Background: an optimization exercise with open tools, aiming at small area, a short achievable clock period and few clock cycles. Do not read the settings as production practice.
Where RTL was checked, it was by simulation tests only, not by an equivalence proof against the original.

==> inputs of job 4625 <==
==> flow/design.v <==
`default_nettype none
package tsp_pkg;
	localparam logic [7:0] char_cr = 8'h0d;
	localparam logic [7:0] char_lf = 8'h0a;
	localparam logic [7:0] char_zero = 8'h30;
	localparam logic [7:0] char_nine = 8'h39;
	localparam logic [7:0] char_d = 8'h44;
	localparam logic [7:0] char_n = 8'h4e;
	localparam logic [7:0] char_e = 8'h45;
	localparam logic [7:0] char_o = 8'h4f;
	typedef enum logic [1:0] {
		ps_prolog      = 2'd0,
		ps_coordinates = 2'd1,
		ps_busy        = 2'd2
	} parse_state_t;
	localparam int coord_bits_default = 16;
	localparam int node_addr_bits_default = 4;
endpackage
`default_nettype wire
`timescale 1ns/10ps
`default_nettype none
module tsp_top #(
	parameter int coord_bits = tsp_pkg::coord_bits_default,
	parameter int node_addr_bits = tsp_pkg::node_addr_bits_default
) (
	input  wire                                clk,
	input  wire                                rst,
	input  wire  [7:0]                         specdata,
	input  wire                                has_specdata,
	output logic                               ready_to_read,
	output logic [coord_bits+node_addr_bits:0] tour_length,
	output logic                               tour_valid
);
	localparam int len_bits = coord_bits + node_addr_bits + 1;
	localparam int half_bits = len_bits - 1;
	localparam int lo_bits = 11;
	localparam int hi_bits = half_bits - lo_bits;
	localparam logic [2:0] st_hdr_start = 3'd0;  
	localparam logic [2:0] st_hdr_n     = 3'd1;  
	localparam logic [2:0] st_hdr_skip  = 3'd2;  
	localparam logic [2:0] st_hdr_no    = 3'd3;  
	localparam logic [2:0] st_coord     = 3'd4;  
	localparam logic [2:0] st_eof       = 3'd5;  
	logic take;
	logic b_v;          
	logic b_digit;
	logic b_cr;
	logic b_n;
	logic b_o;
	logic b_e;
	logic [3:0] b_d;
	assign take = has_specdata & ready_to_read;
	always_ff @(posedge clk) begin
		if (rst) begin
			ready_to_read <= 1'b0;
			b_v <= 1'b0;
		end else begin
			ready_to_read <= 1'b1;
			b_v <= take && specdata != tsp_pkg::char_lf;
		end
	end
	always_ff @(posedge clk) begin
		b_digit <= (specdata >= tsp_pkg::char_zero) && (specdata <= tsp_pkg::char_nine);
		b_cr <= specdata == tsp_pkg::char_cr;
		b_n <= specdata == tsp_pkg::char_n;
		b_o <= specdata == tsp_pkg::char_o;
		b_e <= specdata == tsp_pkg::char_e;
		b_d <= specdata[3:0];
	end
	logic [2:0] state;
	logic in_num;
	logic [1:0] field_cnt;
	logic first;
	logic [2:0] seq;
	logic close_x;
	logic close_y;
	logic [7:0] acc_lo;
	logic [7:0] acc_hi;
	logic [3:0] acc_k;
	logic [coord_bits-1:0] r;
	logic [coord_bits-1:0] fa;
	logic [coord_bits-1:0] fb;
	logic digit;
	logic field_close;
	logic data_leg;
	logic leg;
	logic eof_cr;
	logic in_num_next;
	logic [11:0] lo_next;
	logic [7:0] hk;
	logic [7:0] hi_next;
	assign lo_next = {acc_lo, 3'b000} + {3'b000, acc_lo, 1'b0} + 12'(b_d);
	assign hk = acc_hi + 8'(acc_k);
	assign hi_next = {hk[4:0], 3'b000} + {hk[6:0], 1'b0};
	assign digit = b_v && b_digit && state == st_coord;
	assign field_close = b_v && !b_digit && in_num;
	assign data_leg = state == st_coord && field_close && field_cnt != 2'd0;
	assign close_x = seq == 3'd2;
	assign close_y = seq == 3'd3;
	assign leg = data_leg || close_x || close_y;
	assign eof_cr = state == st_eof && b_v && b_cr;
	assign in_num_next = b_v ? digit : in_num;
	always_ff @(posedge clk) begin
		if (rst) begin
			state <= st_hdr_start;
			in_num <= 1'b0;
			field_cnt <= '0;
			first <= 1'b1;
			seq <= '0;
		end else begin
			in_num <= in_num_next;
			if (eof_cr)
				seq <= 3'd1;
			else if (seq == 3'd6)
				seq <= '0;
			else if (seq != '0)
				seq <= seq + 3'd1;
			if (close_y)
				first <= 1'b1;
			else if (data_leg && field_cnt == 2'd2)
				first <= 1'b0;
			if (b_v) begin
				if (field_close)
					field_cnt <= field_cnt + 2'd1;
				if (b_cr)
					field_cnt <= '0;
				case (state)
					st_hdr_start:
						if (b_cr)
							state <= st_hdr_start;
						else if (b_n)
							state <= st_hdr_n;
						else
							state <= st_hdr_skip;
					st_hdr_n:
						if (b_cr)
							state <= st_hdr_start;
						else if (b_o)
							state <= st_hdr_no;
						else
							state <= st_hdr_skip;
					st_hdr_skip:
						if (b_cr)
							state <= st_hdr_start;
					st_hdr_no:
						if (b_cr)
							state <= st_coord;
					st_coord:
						if (b_e)
							state <= st_eof;
					default:
						if (b_cr)
							state <= st_hdr_start;
				endcase
			end
		end
	end
	always_ff @(posedge clk) begin
		if (digit) begin
			acc_lo <= lo_next[7:0];
			acc_k <= lo_next[11:8];
			acc_hi <= hi_next;
		end else if (!in_num_next) begin
			{acc_hi, acc_lo} <= (seq == 3'd1 || close_x) ? fa : '0;
			acc_k <= '0;
		end
		r <= {hk, acc_lo};
	end
	logic leg2;
	logic first2;
	logic [coord_bits-1:0] pa;
	logic [coord_bits-1:0] pb;
	logic [coord_bits:0] diff;
	always_ff @(posedge clk) begin
		if (rst)
			leg2 <= 1'b0;
		else
			leg2 <= leg;
	end
	always_ff @(posedge clk) begin
		first2 <= first && data_leg;
		if (leg2) begin
			pa <= pb;
			pb <= r;
		end
		if (first2)
			fb <= r;
		if (first2 || seq == 3'd1)
			fa <= fb;
	end
	assign diff = {1'b0, r} - {1'b0, pa};
	logic [coord_bits-1:0] rise;
	logic leg3;
	logic zero3;
	logic carry;
	logic [lo_bits-1:0] total_lo;
	logic [hi_bits-1:0] total_hi;
	logic [lo_bits:0] sum_lo;
	always_ff @(posedge clk) begin
		if (rst) begin
			leg3 <= 1'b0;
			tour_valid <= 1'b0;
		end else begin
			leg3 <= leg2;
			tour_valid <= seq == 3'd6;
		end
	end
	always_ff @(posedge clk) begin
		rise <= diff[coord_bits-1:0] & {coord_bits{!diff[coord_bits]}};
		zero3 <= first2;
	end
	logic [hi_bits:0] sum_hi_x;
	assign sum_lo = {1'b0, total_lo} + {1'b0, rise[lo_bits-1:0]};
	assign sum_hi_x = {total_hi, 1'b1} + {(leg3 ? hi_bits'(rise[coord_bits-1:lo_bits]) : '0), carry};
	always_ff @(posedge clk) begin
		if (leg3 && zero3) begin
			total_lo <= '0;
			total_hi <= '0;
			carry <= 1'b0;
		end else begin
			if (leg3)
				total_lo <= sum_lo[lo_bits-1:0];
			carry <= leg3 && sum_lo[lo_bits];
			total_hi <= sum_hi_x[hi_bits:1];
		end
	end
	assign tour_length = {total_hi, total_lo, 1'b0};
endmodule
`default_nettype wire
==> flow/flow/run.sh <==
#!/bin/bash
# Layout flow: the standard ORFS flow (standard.sh) with these changes:
#  - synthesis maps adders with ABC like the rest of the logic instead of
#    extracting them into the library's full/half-adder cells, which are slow
#    (ADDER_MAP_FILE empty);
#  - the final ABC mapping of synthesis runs flow/abc.script instead of ORFS's
#    abc_area.script (synth_abc.tcl swaps the script, then runs the standard flow's own
#    synth_recipe.tcl unchanged, so registers and their names are unchanged);
#  - the port buffers inserted during global placement are
#    sky130_fd_sc_hd__buf_2 instead of the delay-cell buffers buffer_ports
#    picks by default;
#  - clock tree synthesis uses a clkbuf_16 root buffer and clkbuf_8 for the
#    rest of the tree (the same arguments as the standard flow otherwise).
set -euo pipefail
here=$(pwd)
export ADDER_MAP_FILE=
export BUFFER_PORTS_ARGS="-buffer_cell sky130_fd_sc_hd__buf_2"
export CTS_ARGS="-sink_clustering_enable -repair_clock_nets -root_buf sky130_fd_sc_hd__clkbuf_16 -buf_list {sky130_fd_sc_hd__clkbuf_8}"
export MY_ABC_SCRIPT="$here/flow/abc.script"
export FLOW_SYNTH_TCL="$here/synth_recipe.tcl"
sed "s|SYNTH_SCRIPT=[^ ]*|SYNTH_SCRIPT=$here/flow/synth_abc.tcl|" standard.sh > standard_abc.sh
grep -q "SYNTH_SCRIPT=$here/flow/synth_abc.tcl" standard_abc.sh
bash standard_abc.sh > standard_flow.log 2>&1
==> flow/flow/abc.script <==
strash
dch -f
map -B 0.9
strash
dch -f
map -B 0.9
topo
stime -c
buffer -c
upsize -c
dnsize -c
==> flow/flow/synth_abc.tcl <==
# Runs the standard flow's synthesis script (synth_recipe.tcl) with one change: the abc
# call that maps the logic to cells uses the script in MY_ABC_SCRIPT.
proc abc {args} {
  set out {}
  set skip 0
  foreach a $args {
    if {$skip} { set skip 0; continue }
    if {$a eq "-script"} { lappend out -script $::env(MY_ABC_SCRIPT); set skip 1; continue }
    lappend out $a
  }
  puts "abc with $::env(MY_ABC_SCRIPT)"
  yosys abc {*}$out
}
source $::env(FLOW_SYNTH_TCL)
==> flow/standard.sh <==
#!/bin/bash
# synth_recipe.tcl (not shown) runs the flow's synth.tcl, then flattens the netlist and writes it again
# the make line also repeats each setting of config.mk as NAME=value (left out here)
make -C /OpenROAD-flow-scripts/flow DESIGN_CONFIG=/design/flow/config.mk WORK_HOME=/design/flow/orfs CLKGATE_MAP_FILE= SYNTH_SCRIPT=/design/flow/synth_recipe.tcl "${@:-finish}"
==> flow/config.mk <==
export PLATFORM = sky130hd
export DESIGN_NAME = tsp_top
export DESIGN_NICKNAME = tsp_top
export VERILOG_FILES = /design/flow/design.v
export SDC_FILE = /design/flow/constraint.sdc
export NUM_CORES = 4
export LEC_CHECK = 0
export ABC_AREA = 1
export CAP_MARGIN = 20
export CORE_MARGIN = 2
export CORE_UTILIZATION = 50
export GPL_TIMING_DRIVEN = 0
export SETUP_SLACK_MARGIN = 3.0
export SLEW_MARGIN = 20
==> flow/constraint.sdc <==
create_clock -name core_clock -period 5.0 [get_ports {clk}]
set_input_delay 1.0000 -clock core_clock [delete_from_list [all_inputs] [get_ports {clk}]]
set_output_delay 1.0000 -clock core_clock [all_outputs]
set_load 0.01 [all_outputs]
==> inputs of job 8870, as changes to job 4625 <==
--- a/flow/design.v
+++ b/flow/design.v
@@ -32,9 +32,8 @@
 	output logic                               tour_valid
 );
 	localparam int len_bits = coord_bits + node_addr_bits + 1;
-	localparam int half_bits = len_bits - 1;
 	localparam int lo_bits = 11;
-	localparam int hi_bits = half_bits - lo_bits;
+	localparam int hi_bits = len_bits - lo_bits;
 	localparam logic [2:0] st_hdr_start = 3'd0;  
 	localparam logic [2:0] st_hdr_n     = 3'd1;  
 	localparam logic [2:0] st_hdr_skip  = 3'd2;  
@@ -74,9 +73,8 @@
 	logic [2:0] seq;
 	logic close_x;
 	logic close_y;
-	logic [7:0] acc_lo;
-	logic [7:0] acc_hi;
-	logic [3:0] acc_k;
+	logic [coord_bits-1:0] acc_s;
+	logic [coord_bits-1:0] acc_c;
 	logic [coord_bits-1:0] r;
 	logic [coord_bits-1:0] fa;
 	logic [coord_bits-1:0] fb;
@@ -86,17 +84,25 @@
 	logic leg;
 	logic eof_cr;
 	logic in_num_next;
-	logic [11:0] lo_next;
-	logic [7:0] hk;
-	logic [7:0] hi_next;
-	assign lo_next = {acc_lo, 3'b000} + {3'b000, acc_lo, 1'b0} + 12'(b_d);
-	assign hk = acc_hi + 8'(acc_k);
-	assign hi_next = {hk[4:0], 3'b000} + {hk[6:0], 1'b0};
+	logic [coord_bits-1:0] row1_a, row1_b, row1_c, row1_s, row1_k;
+	logic [coord_bits-1:0] row2_c, row2_s, row2_k;
+	assign row1_a = {acc_s[coord_bits-2:0], 1'b0};
+	assign row1_b = {acc_c[coord_bits-2:0], 1'b0};
+	assign row1_c = {acc_s[coord_bits-4:0], b_d[2:0]};
+	assign row1_s = row1_a ^ row1_b ^ row1_c;
+	assign row1_k = {(row1_a[coord_bits-2:0] & row1_b[coord_bits-2:0]) |
+		(row1_a[coord_bits-2:0] & row1_c[coord_bits-2:0]) |
+		(row1_b[coord_bits-2:0] & row1_c[coord_bits-2:0]), 1'b0};
+	assign row2_c = {acc_c[coord_bits-4:1], b_d[3], 3'b000};
+	assign row2_s = row1_s ^ row1_k ^ row2_c;
+	assign row2_k = {(row1_s[coord_bits-2:0] & row1_k[coord_bits-2:0]) |
+		(row1_s[coord_bits-2:0] & row2_c[coord_bits-2:0]) |
+		(row1_k[coord_bits-2:0] & row2_c[coord_bits-2:0]), 1'b0};
 	assign digit = b_v && b_digit && state == st_coord;
 	assign field_close = b_v && !b_digit && in_num;
 	assign data_leg = state == st_coord && field_close && field_cnt != 2'd0;
-	assign close_x = seq == 3'd2;
-	assign close_y = seq == 3'd3;
+	assign close_x = seq == 3'd1;
+	assign close_y = seq == 3'd2;
 	assign leg = data_leg || close_x || close_y;
 	assign eof_cr = state == st_eof && b_v && b_cr;
 	assign in_num_next = b_v ? digit : in_num;
@@ -111,7 +117,7 @@
 			in_num <= in_num_next;
 			if (eof_cr)
 				seq <= 3'd1;
-			else if (seq == 3'd6)
+			else if (seq == 3'd5)
 				seq <= '0;
 			else if (seq != '0)
 				seq <= seq + 3'd1;
@@ -157,14 +163,13 @@
 	end
 	always_ff @(posedge clk) begin
 		if (digit) begin
-			acc_lo <= lo_next[7:0];
-			acc_k <= lo_next[11:8];
-			acc_hi <= hi_next;
+			acc_s <= row2_s;
+			acc_c <= row2_k;
 		end else if (!in_num_next) begin
-			{acc_hi, acc_lo} <= (seq == 3'd1 || close_x) ? fa : '0;
-			acc_k <= '0;
-		end
-		r <= {hk, acc_lo};
+			acc_s <= (eof_cr || close_x) ? fa : '0;
+			acc_c <= '0;
+		end
+		r <= acc_s + acc_c;
 	end
 	logic leg2;
 	logic first2;
@@ -185,13 +190,13 @@
 		end
 		if (first2)
 			fb <= r;
-		if (first2 || seq == 3'd1)
+		if (first2 || eof_cr)
 			fa <= fb;
 	end
 	assign diff = {1'b0, r} - {1'b0, pa};
-	logic [coord_bits-1:0] rise;
+	logic [coord_bits-1:0] mag;
+	logic neg;
 	logic leg3;
-	logic zero3;
 	logic carry;
 	logic [lo_bits-1:0] total_lo;
 	logic [hi_bits-1:0] total_hi;
@@ -201,19 +206,21 @@
 			leg3 <= 1'b0;
 			tour_valid <= 1'b0;
 		end else begin
-			leg3 <= leg2;
-			tour_valid <= seq == 3'd6;
-		end
-	end
-	always_ff @(posedge clk) begin
-		rise <= diff[coord_bits-1:0] & {coord_bits{!diff[coord_bits]}};
-		zero3 <= first2;
-	end
+			leg3 <= leg2 && !first2;
+			tour_valid <= seq == 3'd5;
+		end
+	end
+	always_ff @(posedge clk) begin
+		mag <= diff[coord_bits-1:0] ^ {coord_bits{diff[coord_bits]}};
+		neg <= diff[coord_bits];
+	end
+	logic [lo_bits+1:0] sum_lo_x;
 	logic [hi_bits:0] sum_hi_x;
-	assign sum_lo = {1'b0, total_lo} + {1'b0, rise[lo_bits-1:0]};
-	assign sum_hi_x = {total_hi, 1'b1} + {(leg3 ? hi_bits'(rise[coord_bits-1:lo_bits]) : '0), carry};
-	always_ff @(posedge clk) begin
-		if (leg3 && zero3) begin
+	assign sum_lo_x = {1'b0, total_lo, 1'b1} + {1'b0, mag[lo_bits-1:0], neg};
+	assign sum_lo = sum_lo_x[lo_bits+1:1];
+	assign sum_hi_x = {total_hi, 1'b1} + {(leg3 ? hi_bits'(mag[coord_bits-1:lo_bits]) : '0), carry};
+	always_ff @(posedge clk) begin
+		if (rst || tour_valid) begin
 			total_lo <= '0;
 			total_hi <= '0;
 			carry <= 1'b0;
@@ -224,6 +231,6 @@
 			total_hi <= sum_hi_x[hi_bits:1];
 		end
 	end
-	assign tour_length = {total_hi, total_lo, 1'b0};
+	assign tour_length = {total_hi, total_lo};
 endmodule
 `default_nettype wire
==> flow/flow/run.sh (replaced) <==
#!/bin/bash
# Layout flow: the standard ORFS flow (standard.sh) with two changes:
#  - synthesis maps adders with ABC like the rest of the logic instead of
#    extracting them into the library's full/half-adder cells, which are slow
#    (ADDER_MAP_FILE empty; registers and their names are unchanged);
#  - the port buffers inserted during global placement are
#    sky130_fd_sc_hd__buf_2 instead of the delay-cell buffers buffer_ports
#    picks by default;
#  - clock tree synthesis uses a clkbuf_16 root buffer and clkbuf_8 for the
#    rest of the tree (the same arguments as the standard flow otherwise).
set -euo pipefail
export ADDER_MAP_FILE=
export BUFFER_PORTS_ARGS="-buffer_cell sky130_fd_sc_hd__buf_2"
export CTS_ARGS="-sink_clustering_enable -repair_clock_nets -root_buf sky130_fd_sc_hd__clkbuf_16 -buf_list {sky130_fd_sc_hd__clkbuf_8}"
bash standard.sh > standard_flow.log 2>&1
Settings changed: GPL_TIMING_DRIVEN 0 to not set.
removed: flow/flow/abc.script
removed: flow/flow/synth_abc.tcl
==> inputs of job 4507, as changes to job 4625 <==
--- a/flow/design.v
+++ b/flow/design.v
@@ -32,9 +32,6 @@
 	output logic                               tour_valid
 );
 	localparam int len_bits = coord_bits + node_addr_bits + 1;
-	localparam int half_bits = len_bits - 1;
-	localparam int lo_bits = 11;
-	localparam int hi_bits = half_bits - lo_bits;
 	localparam logic [2:0] st_hdr_start = 3'd0;  
 	localparam logic [2:0] st_hdr_n     = 3'd1;  
 	localparam logic [2:0] st_hdr_skip  = 3'd2;  
@@ -71,13 +68,11 @@
 	logic in_num;
 	logic [1:0] field_cnt;
 	logic first;
-	logic [2:0] seq;
 	logic close_x;
 	logic close_y;
-	logic [7:0] acc_lo;
-	logic [7:0] acc_hi;
-	logic [3:0] acc_k;
-	logic [coord_bits-1:0] r;
+	logic [coord_bits-1:0] acc;
+	logic [coord_bits-1:0] pa;
+	logic [coord_bits-1:0] pb;
 	logic [coord_bits-1:0] fa;
 	logic [coord_bits-1:0] fb;
 	logic digit;
@@ -86,17 +81,10 @@
 	logic leg;
 	logic eof_cr;
 	logic in_num_next;
-	logic [11:0] lo_next;
-	logic [7:0] hk;
-	logic [7:0] hi_next;
-	assign lo_next = {acc_lo, 3'b000} + {3'b000, acc_lo, 1'b0} + 12'(b_d);
-	assign hk = acc_hi + 8'(acc_k);
-	assign hi_next = {hk[4:0], 3'b000} + {hk[6:0], 1'b0};
+	logic [coord_bits:0] diff;
 	assign digit = b_v && b_digit && state == st_coord;
 	assign field_close = b_v && !b_digit && in_num;
 	assign data_leg = state == st_coord && field_close && field_cnt != 2'd0;
-	assign close_x = seq == 3'd2;
-	assign close_y = seq == 3'd3;
 	assign leg = data_leg || close_x || close_y;
 	assign eof_cr = state == st_eof && b_v && b_cr;
 	assign in_num_next = b_v ? digit : in_num;
@@ -106,15 +94,12 @@
 			in_num <= 1'b0;
 			field_cnt <= '0;
 			first <= 1'b1;
-			seq <= '0;
+			close_x <= 1'b0;
+			close_y <= 1'b0;
 		end else begin
 			in_num <= in_num_next;
-			if (eof_cr)
-				seq <= 3'd1;
-			else if (seq == 3'd6)
-				seq <= '0;
-			else if (seq != '0)
-				seq <= seq + 3'd1;
+			close_x <= eof_cr;
+			close_y <= close_x;
 			if (close_y)
 				first <= 1'b1;
 			else if (data_leg && field_cnt == 2'd2)
@@ -156,74 +141,50 @@
 		end
 	end
 	always_ff @(posedge clk) begin
-		if (digit) begin
-			acc_lo <= lo_next[7:0];
-			acc_k <= lo_next[11:8];
-			acc_hi <= hi_next;
-		end else if (!in_num_next) begin
-			{acc_hi, acc_lo} <= (seq == 3'd1 || close_x) ? fa : '0;
-			acc_k <= '0;
+		if (digit)
+			acc <= acc * coord_bits'(10) + coord_bits'(b_d);
+		else if (!in_num_next)
+			acc <= (eof_cr || close_x) ? fa : '0;
+		if (leg) begin
+			pa <= pb;
+			pb <= acc;
 		end
-		r <= {hk, acc_lo};
-	end
-	logic leg2;
-	logic first2;
-	logic [coord_bits-1:0] pa;
-	logic [coord_bits-1:0] pb;
-	logic [coord_bits:0] diff;
-	always_ff @(posedge clk) begin
-		if (rst)
-			leg2 <= 1'b0;
-		else
-			leg2 <= leg;
-	end
-	always_ff @(posedge clk) begin
-		first2 <= first && data_leg;
-		if (leg2) begin
-			pa <= pb;
-			pb <= r;
-		end
-		if (first2)
-			fb <= r;
-		if (first2 || seq == 3'd1)
+		if (first && data_leg)
+			fb <= acc;
+		if ((first && data_leg) || eof_cr)
 			fa <= fb;
 	end
-	assign diff = {1'b0, r} - {1'b0, pa};
-	logic [coord_bits-1:0] rise;
-	logic leg3;
-	logic zero3;
-	logic carry;
-	logic [lo_bits-1:0] total_lo;
-	logic [hi_bits-1:0] total_hi;
-	logic [lo_bits:0] sum_lo;
+	assign diff = {1'b0, acc} - {1'b0, pa};
+	logic [coord_bits-1:0] mag;
+	logic neg;
+	logic leg_q;
+	logic zero_q;
+	logic close_q;
+	logic [len_bits-1:0] total;
 	always_ff @(posedge clk) begin
 		if (rst) begin
-			leg3 <= 1'b0;
+			leg_q <= 1'b0;
+			close_q <= 1'b0;
 			tour_valid <= 1'b0;
 		end else begin
-			leg3 <= leg2;
-			tour_valid <= seq == 3'd6;
+			leg_q <= leg;
+			close_q <= close_y;
+			tour_valid <= close_q;
 		end
 	end
 	always_ff @(posedge clk) begin
-		rise <= diff[coord_bits-1:0] & {coord_bits{!diff[coord_bits]}};
-		zero3 <= first2;
+		mag <= diff[coord_bits-1:0] ^ {coord_bits{diff[coord_bits]}};
+		neg <= diff[coord_bits];
+		zero_q <= first && data_leg;
 	end
-	logic [hi_bits:0] sum_hi_x;
-	assign sum_lo = {1'b0, total_lo} + {1'b0, rise[lo_bits-1:0]};
-	assign sum_hi_x = {total_hi, 1'b1} + {(leg3 ? hi_bits'(rise[coord_bits-1:lo_bits]) : '0), carry};
 	always_ff @(posedge clk) begin
-		if (leg3 && zero3) begin
-			total_lo <= '0;
-			total_hi <= '0;
-			carry <= 1'b0;
-		end else begin
-			if (leg3)
-				total_lo <= sum_lo[lo_bits-1:0];
-			carry <= leg3 && sum_lo[lo_bits];
-			total_hi <= sum_hi_x[hi_bits:1];
+		if (leg_q) begin
+			if (zero_q)
+				total <= '0;
+			else
+				total <= total + len_bits'(mag) + len_bits'(neg);
 		end
 	end
-	assign tour_length = {total_hi, total_lo, 1'b0};
+	assign tour_length = total;
 endmodule
 `default_nettype wire
==> flow/run.sh (new file) <==
#!/bin/bash
# synth_recipe.tcl (not shown) runs the flow's synth.tcl, then flattens the netlist and writes it again
# the make line also repeats each setting of config.mk as NAME=value (left out here)
make -C /OpenROAD-flow-scripts/flow DESIGN_CONFIG=/design/flow/config.mk WORK_HOME=/design/flow/orfs CLKGATE_MAP_FILE= SYNTH_SCRIPT=/design/flow/synth_recipe.tcl finish
Settings changed: ABC_AREA 1 to not set, CORE_UTILIZATION 50 to 40, GPL_TIMING_DRIVEN 0 to not set.
removed: flow/flow/run.sh
removed: flow/flow/abc.script
removed: flow/flow/synth_abc.tcl
removed: flow/standard.sh
==> results_dict.tcl <==
set metrics [dict create \
    endpoint "acc[15]" \
    r2r-start "acc[2]" \
    grt.met2_usage 0.2823 \
    dr_total_vias 5132 \
    port_buffers 33 \
    routed_wl_mm 15.76 \
    multi_input_area_um2 3910 \
    design.seq.count 142 \
    multi_input_area_share 0.4080 \
    dp.final_hpwl_mm 10.30 \
    status "complete, no violations" \
    placementRows 49 \
    power.total_w 0.002578 \
    track_usage 0.1639 \
    final_core_util 0.5335 \
]
-- figures above: job 4507

==> results_dict.tcl <==
set metrics [dict create \
    status "complete, no violations" \
    routed_wl_mm 19.25 \
    grt.met2_usage 0.3525 \
    placementRows 49 \
    power.total_w 0.002890 \
    multi_input_area_share 0.3904 \
    track_usage 0.2048 \
    port_buffers 33 \
    via_per_inst 4.923 \
    min_from "pb[2]" \
    dr_total_vias 7203 \
    dp.final_hpwl_mm 14.64 \
    multi_input_area_um2 3825 \
    r2r-start "acc_c[11]" \
]
-- figures above: job 8870

==> results_dict.tcl <==
set metrics [dict create \
    routed_wl_mm 15.31 \
    dp.final_hpwl_mm 11.46 \
    endpoint "tour_length[1]" \
    track_usage 0.2044 \
    multi_input_area_um2 2945 \
    multi_input_area_share 0.3476 \
    port_buffers 32 \
    grt.met2_usage 0.3574 \
    status "complete, no violations" \
    power.total_w 0.002497 \
    design.seq.count 163 \
    final_core_util 0.5787 \
    placementRows 44 \
    r2r-start "acc_hi[1]" \
]
-- figures above: job 4625

Testbench counts of job 4625, summed over its fixed seeds: cycles 19,615.
For job 8870 and job 4507, only the layout was checked, not whether the RTL still works.

## port drivers added, routing unchanged
Ports are ideal in the flow. The routed layouts listed here were re-timed in OpenROAD.
Step 1: set_driving_cell puts a clkbuf_16 on clk and a buf_2 on each other input, an assumption about the parent block.
Step 2 adds t to the input delays and takes it off the output delays; t is the mean of the earliest and latest rising clock arrival at the registers after step 1. Input paths then give back, and output paths get back, about the clock's delay inside the block.
Three values: no drivers, after step 1, after step 2; two values: the first two.
| run | t (ns) | setup slack, ns | worst setup path at the end |
|---|---|---|---|
| job 4625 | 0.418 | 3.064 / 3.024 / 3.116 | register to register |
| job 8870 | 0.429 | 3.048 / 3.006 / 2.937 | input to register |
| job 4507 | 0.455 | 1.938 / 1.938 / 1.938 | register to register |
After both steps every run listed still meets setup and hold. The setup slack of job 8870, which loses most, moves by -0.042 ns with the drivers and by -0.111 ns with both steps.
